What follows belongs to an exercise in optimizing a design on an open flow for small area, a short achievable clock period and few clock cycles per item; a production flow would make more cautious choices. RTL that was checked went through simulation tests only; none was proved equivalent to the original.

==> module subbytes_pipe, before the edit <==
module subbytes_pipe #(
    parameter int NUM_BYTES = 16,
    parameter int LANE_W    = 8
) (
    input  logic                   clk_i,
    input  logic                   rst_ni,
    input  logic                   in_valid_i,
    output logic                   in_ready_o,
    input  logic [8*NUM_BYTES-1:0] in_data_i,
    input  logic                   inv_i,
    output logic                   out_valid_o,
    input  logic                   out_ready_i,
    output logic [8*NUM_BYTES-1:0] out_data_o,
    output logic                   busy_o
);
    if (LANE_W != 8) begin : g_bad_lane_w
        $error("subbytes_pipe: LANE_W must be 8");
    end
    if (NUM_BYTES < 1 || NUM_BYTES > 16) begin : g_bad_num_bytes
        $error("subbytes_pipe: NUM_BYTES must be in 1..16");
    end
    localparam int NB = NUM_BYTES;
    logic            adv;         
    logic            acc;         
    logic            inc;         
    logic            o_free;      
    logic            sp_valid;    
    logic [8*NB-1:0] sp_data;
    logic [8*NB-1:0] res;         
    logic [8*NB-1:0] o_new;       
    logic [8*NB-1:0] o_d;         
    logic            sp_valid_d;
    logic            o_valid_d;
    logic            v1;
    logic            inv1;
    logic [8*NB-1:0] b1_d, b1_q;
    logic            v2;
    logic            inv2;
    logic [12*NB-1:0] b2_d, b2_q;
    logic            busy_q;
    logic            rdy_q;       
    assign adv        = !sp_valid;
    assign in_ready_o = rdy_q;
    assign acc        = in_valid_i && rdy_q;
    assign inc        = adv && v2;
    assign o_free     = !out_valid_o || out_ready_i;
    assign busy_o     = busy_q;
    for (genvar k = 0; k < NB; k++) begin : g_lane
        sb_x_t u_x_t (.a(in_data_i[8*k +: 8]), .inv(inv_i), .b(b1_d[8*k +: 8]));
        sb_t_te u_t_te (.a(b1_q[8*k +: 8]), .inv(inv1), .b(b2_d[12*k +: 12]));
        sb_te_y u_te_y (.a(b2_q[12*k +: 12]), .inv(inv2), .b(res[8*k +: 8]));
    end
    assign o_new = sp_valid ? sp_data : res;
    for (genvar j = 0; j < 8*NB; j++) begin : g_ohold
        g_mux2 u_ohold (.s(o_free), .a0(out_data_o[j]), .a1(o_new[j]), .y(o_d[j]));
    end
    assign o_valid_d  = o_free ? (sp_valid || inc) : 1'b1;
    assign sp_valid_d = o_free ? (sp_valid && inc) : (sp_valid || inc);
    always_ff @(posedge clk_i or negedge rst_ni) begin
        if (!rst_ni) begin
            rdy_q       <= 1'b1;
            busy_q      <= 1'b0;
            sp_valid    <= 1'b0;
            out_valid_o <= 1'b0;
            v1          <= 1'b0;
            v2          <= 1'b0;
        end else begin
            rdy_q       <= !sp_valid_d;
            sp_valid    <= sp_valid_d;
            out_valid_o <= o_valid_d;
            busy_q      <= o_valid_d || sp_valid_d || (adv ? (acc || v1) : (v1 || v2));
            if (adv) begin
                v1 <= acc;
                v2 <= v1;
            end
        end
    end
    always_ff @(posedge clk_i) begin
        if (adv) begin
            b1_q <= b1_d;
            inv1 <= inv_i;
            b2_q <= b2_d;
            inv2 <= inv1;
        end
        if (!sp_valid) sp_data <= res;
        out_data_o <= o_d;
    end
endmodule
==> module g_mux2, before the edit <==
module g_mux2 (input logic s, input logic a0, input logic a1, output logic y);
    assign y = s ? a1 : a0;
endmodule
==> flow/config.mk <==
export PLATFORM = sky130hd
export DESIGN_NAME = subbytes_pipe
export DESIGN_NICKNAME = subbytes_pipe
export VERILOG_FILES = /design/flow/design.v
export SDC_FILE = /design/flow/constraint.sdc
export NUM_CORES = 4
export LEC_CHECK = 0
export CAP_MARGIN = 20
export CORE_MARGIN = 2
export CORE_UTILIZATION = 45
export PLACE_DENSITY = 0.6
export SLEW_MARGIN = 20
export SYNTH_HIERARCHICAL = 1
export SYNTH_MINIMUM_KEEP_SIZE = 0
==> flow/constraint.sdc <==
create_clock -name core_clock -period 13.0 [get_ports {clk_i}]
set_input_delay 2.6000 -clock core_clock [delete_from_list [all_inputs] [get_ports {clk_i}]]
set_output_delay 2.6000 -clock core_clock [all_outputs]
set_load 0.01 [all_outputs]
standard.sh (not shown) runs the stock make flow with config.mk's settings and CLKGATE_MAP_FILE= SYNTH_SCRIPT=/design/flow/synth_recipe.tcl, a recipe that flattens the netlist after the stock synthesis.
==> flow/flow/run.sh <==
#!/bin/bash
# Own layout flow: the standard flow (standard.sh) with two changes that
# only affect how the layout is built:
#  - port buffers use buf_4 instead of the default small delay-buffer cell
#  - repair_timing aims for extra setup slack (SETUP_SLACK_MARGIN), so gates on
#    the critical paths get sized up although the 13 ns clock is met anyway
# Each tool's output goes to standard.log (and ORFS's own per-step logs).
export BUFFER_PORTS_ARGS="-buffer_cell sky130_fd_sc_hd__buf_2"
bash standard.sh finish SETUP_SLACK_MARGIN=${MARGIN:-9} > standard.log 2>&1
The starting point finished clean.
Next try:
--- a/flow/design.v
+++ b/flow/design.v
@@ -26,10 +26,8 @@
     logic            o_free;      
     logic            sp_valid;    
     logic [8*NB-1:0] sp_data;
     logic [8*NB-1:0] res;         
-    logic [8*NB-1:0] o_new;       
-    logic [8*NB-1:0] o_d;         
     logic            sp_valid_d;
     logic            o_valid_d;
     logic            v1;
     logic            inv1;
@@ -37,36 +35,33 @@
     logic            v2;
     logic            inv2;
     logic [12*NB-1:0] b2_d, b2_q;
     logic            busy_q;
-    logic            rdy_q;       
-    assign adv        = !sp_valid;
-    assign in_ready_o = rdy_q;
-    assign acc        = in_valid_i && rdy_q;
+    logic            stall_q;     
+    assign in_ready_o = !stall_q;
+    assign acc        = in_valid_i && adv;
     assign inc        = adv && v2;
     assign o_free     = !out_valid_o || out_ready_i;
     assign busy_o     = busy_q;
     for (genvar k = 0; k < NB; k++) begin : g_lane
         sb_x_t u_x_t (.a(in_data_i[8*k +: 8]), .inv(inv_i), .b(b1_d[8*k +: 8]));
         sb_t_te u_t_te (.a(b1_q[8*k +: 8]), .inv(inv1), .b(b2_d[12*k +: 12]));
         sb_te_y u_te_y (.a(b2_q[12*k +: 12]), .inv(inv2), .b(res[8*k +: 8]));
     end
-    assign o_new = sp_valid ? sp_data : res;
-    for (genvar j = 0; j < 8*NB; j++) begin : g_ohold
-        g_mux2 u_ohold (.s(o_free), .a0(out_data_o[j]), .a1(o_new[j]), .y(o_d[j]));
-    end
     assign o_valid_d  = o_free ? (sp_valid || inc) : 1'b1;
     assign sp_valid_d = o_free ? (sp_valid && inc) : (sp_valid || inc);
     always_ff @(posedge clk_i or negedge rst_ni) begin
         if (!rst_ni) begin
-            rdy_q       <= 1'b1;
+            adv         <= 1'b1;
+            stall_q     <= 1'b0;
             busy_q      <= 1'b0;
             sp_valid    <= 1'b0;
             out_valid_o <= 1'b0;
             v1          <= 1'b0;
             v2          <= 1'b0;
         end else begin
-            rdy_q       <= !sp_valid_d;
+            adv         <= !sp_valid_d;
+            stall_q     <= sp_valid_d;
             sp_valid    <= sp_valid_d;
             out_valid_o <= o_valid_d;
             busy_q      <= o_valid_d || sp_valid_d || (adv ? (acc || v1) : (v1 || v2));
             if (adv) begin
@@ -82,9 +77,9 @@
             b2_q <= b2_d;
             inv2 <= inv1;
         end
         if (!sp_valid) sp_data <= res;
-        out_data_o <= o_d;
+        if (o_free) out_data_o <= sp_valid ? sp_data : res;
     end
 endmodule
 module gf16_inv (
     input  logic [3:0] d,
@@ -495,10 +490,7 @@
 endmodule
 module g_o22ai (input logic a1, input logic a2, input logic b1, input logic b2, output logic y);
     assign y = ~((a1 | a2) & (b1 | b2));
 endmodule
-module g_mux2 (input logic s, input logic a0, input logic a1, output logic y);
-    assign y = s ? a1 : a0;
-endmodule
 module g_inv (input logic a, output logic y);
     assign y = ~a;
 endmodule
Fmax grows by 1.6%.
Cell area shrinks by 2.2%.
Routed wire length shrinks by 0.86%.
Global-route usage grows by 0.37 points.
Synthesized area shrinks by 2.1%.
Setup slack improved by 63 ps.
Clock-buffer cell count shrinks by 4.
Sequential cell count stays the same.
Clock skew grows by 3.4 ps.
No functional check of the RTL was part of any run of this note.

Another version of the RTL of subbytes_pipe (not shown whole).
Size: roughly 3700 cells after synthesis, ~520 flip-flops.
==> module subbytes_pipe, before the edit <==
module subbytes_pipe #(
    parameter int NUM_BYTES = 16,
    parameter int LANE_W    = 8
) (
    input  logic                   clk_i,
    input  logic                   rst_ni,
    input  logic                   in_valid_i,
    output logic                   in_ready_o,
    input  logic [8*NUM_BYTES-1:0] in_data_i,
    input  logic                   inv_i,
    output logic                   out_valid_o,
    input  logic                   out_ready_i,
    output logic [8*NUM_BYTES-1:0] out_data_o,
    output logic                   busy_o
);
    if (LANE_W != 8) begin : g_bad_lane_w
        $error("subbytes_pipe: LANE_W must be 8");
    end
    if (NUM_BYTES < 1 || NUM_BYTES > 16) begin : g_bad_num_bytes
        $error("subbytes_pipe: NUM_BYTES must be in 1..16");
    end
    localparam int NB = NUM_BYTES;
    logic            adv;         
    logic            acc;         
    logic            inc;         
    logic            o_free;      
    logic            sp_valid;    
    logic [8*NB-1:0] sp_data;
    logic [8*NB-1:0] res;         
    logic [8*NB-1:0] o_new;       
    logic [8*NB-1:0] o_d;         
    logic            sp_valid_d;
    logic            o_valid_d;
    logic            v1;
    logic            inv1;
    logic [8*NB-1:0] b1_d, b1_q;
    logic            v2;
    logic            inv2;
    logic [8*NB-1:0] b2_d, b2_q;
    logic            busy_q;
    logic            rdy_q;       
    logic            ovn_q;       
    assign adv        = !sp_valid;
    assign in_ready_o = rdy_q;
    assign acc        = in_valid_i && rdy_q;
    assign inc        = adv && v2;
    assign o_free     = ovn_q || out_ready_i;
    assign busy_o     = busy_q;
    for (genvar k = 0; k < NB; k++) begin : g_lane
        sb_x_t u_x_t (.a(in_data_i[8*k +: 8]), .inv(inv_i), .b(b1_d[8*k +: 8]));
        sb_t_r u_t_r (.a(b1_q[8*k +: 8]), .inv(inv1), .b(b2_d[8*k +: 8]));
        sb_r_y u_r_y (.a(b2_q[8*k +: 8]), .inv(inv2), .b(res[8*k +: 8]));
    end
    assign o_new = sp_valid ? sp_data : res;
    for (genvar j = 0; j < 8*NB; j++) begin : g_ohold
        g_mux2 u_ohold (.s(o_free), .a0(out_data_o[j]), .a1(o_new[j]), .y(o_d[j]));
    end
    assign o_valid_d  = o_free ? (sp_valid || inc) : 1'b1;
    assign sp_valid_d = o_free ? (sp_valid && inc) : (sp_valid || inc);
    always_ff @(posedge clk_i or negedge rst_ni) begin
        if (!rst_ni) begin
            rdy_q       <= 1'b0;
            ovn_q       <= 1'b1;
            busy_q      <= 1'b0;
            sp_valid    <= 1'b0;
            out_valid_o <= 1'b0;
            v1          <= 1'b0;
            v2          <= 1'b0;
        end else begin
            rdy_q       <= !sp_valid_d;
            ovn_q       <= !o_valid_d;
            sp_valid    <= sp_valid_d;
            out_valid_o <= o_valid_d;
            busy_q      <= o_valid_d || sp_valid_d || (adv ? (acc || v1) : (v1 || v2));
            if (adv) begin
                v1 <= acc;
                v2 <= v1;
            end
        end
    end
    always_ff @(posedge clk_i) begin
        if (adv) begin
            b1_q <= b1_d;
            inv1 <= inv_i;
            b2_q <= b2_d;
            inv2 <= inv1;
        end
        if (!sp_valid) sp_data <= res;
        out_data_o <= o_d;
    end
endmodule
export LEC_CHECK = 0
export CAP_MARGIN = 20
export CORE_MARGIN = 2
export CORE_UTILIZATION = 65
export CTS_CLUSTER_DIAMETER = 100
export CTS_CLUSTER_SIZE = 24
export PLACE_DENSITY = 0.75
export SLEW_MARGIN = 20
export SYNTH_HIERARCHICAL = 1
export SYNTH_MINIMUM_KEEP_SIZE = 0
create_clock -name core_clock -period 13.0 [get_ports {clk_i}]
==> flow/flow/run.sh <==
#!/bin/bash
export BUFFER_PORTS_ARGS="-buffer_cell sky130_fd_sc_hd__buf_1"
bash standard.sh finish SETUP_SLACK_MARGIN=${MARGIN:-9} > standard.log 2>&1
Edit:
--- a/flow/design.v
+++ b/flow/design.v
@@ -38,38 +38,33 @@
     logic            inv2;
     logic [8*NB-1:0] b2_d, b2_q;
     logic            busy_q;
     logic            rdy_q;       
-    logic            ovn_q;       
     assign adv        = !sp_valid;
     assign in_ready_o = rdy_q;
     assign acc        = in_valid_i && rdy_q;
     assign inc        = adv && v2;
-    assign o_free     = ovn_q || out_ready_i;
+    assign o_free     = !out_valid_o || out_ready_i;
     assign busy_o     = busy_q;
     for (genvar k = 0; k < NB; k++) begin : g_lane
         sb_x_t u_x_t (.a(in_data_i[8*k +: 8]), .inv(inv_i), .b(b1_d[8*k +: 8]));
         sb_t_r u_t_r (.a(b1_q[8*k +: 8]), .inv(inv1), .b(b2_d[8*k +: 8]));
         sb_r_y u_r_y (.a(b2_q[8*k +: 8]), .inv(inv2), .b(res[8*k +: 8]));
     end
     assign o_new = sp_valid ? sp_data : res;
-    for (genvar j = 0; j < 8*NB; j++) begin : g_ohold
-        g_mux2 u_ohold (.s(o_free), .a0(out_data_o[j]), .a1(o_new[j]), .y(o_d[j]));
-    end
+    assign o_d   = o_free ? o_new : out_data_o;
     assign o_valid_d  = o_free ? (sp_valid || inc) : 1'b1;
     assign sp_valid_d = o_free ? (sp_valid && inc) : (sp_valid || inc);
     always_ff @(posedge clk_i or negedge rst_ni) begin
         if (!rst_ni) begin
-            rdy_q       <= 1'b0;
-            ovn_q       <= 1'b1;
+            rdy_q       <= 1'b1;
             busy_q      <= 1'b0;
             sp_valid    <= 1'b0;
             out_valid_o <= 1'b0;
             v1          <= 1'b0;
             v2          <= 1'b0;
         end else begin
             rdy_q       <= !sp_valid_d;
-            ovn_q       <= !o_valid_d;
             sp_valid    <= sp_valid_d;
             out_valid_o <= o_valid_d;
             busy_q      <= o_valid_d || sp_valid_d || (adv ? (acc || v1) : (v1 || v2));
             if (adv) begin
After rerunning: Hold slack is worse by 0.011 ns; wire length goes up by 3.1%; first-iteration DRC count goes up by 7.7%; core utilization goes up by 0.35 points; non-clock buffer count goes up by 7.
Testbench counts after the change, summed over its fixed seeds: cycles 6,012, items 6,000.
Only the layout flow was run in the first run of this note; the RTL was not checked for function there.

what the ideal ports hide:
The flow's constraints put no driver on any port. The routed layouts listed below were extracted and timed again, unchanged, in two steps.
Step 1, drivers: a clkbuf_16 drives clk_i and a buf_2 each remaining input, both assumed.
Step 2 moves the port delays by t, midway between the first and last clock arrival at a register: inputs arrive t later, outputs are due t later. That takes back most of the time a late clock gives input paths.
Slacks: ideal ports / drivers / drivers and shift; pairs: ideal ports / drivers.
run	t, ns	slack for setup (ns)	worst slew at a driven data input, ns	pins driven straight from the clock port
the first run of note 1	0.681	9.046 / 8.979 / 8.433	0.11	1
the second run of note 1	0.659	9.110 / 9.048 / 8.560	0.13	1
the first run of note 2	0.659	9.126 / 9.101 / 8.496	0.10	1
the second run of note 2	0.640	9.125 / 9.065 / 8.579	0.16	1
After both steps every run listed still meets setup and hold. For the first run of note 2, which loses most, drivers alone change the setup slack by -0.025 ns; drivers and shift together by -0.630 ns.
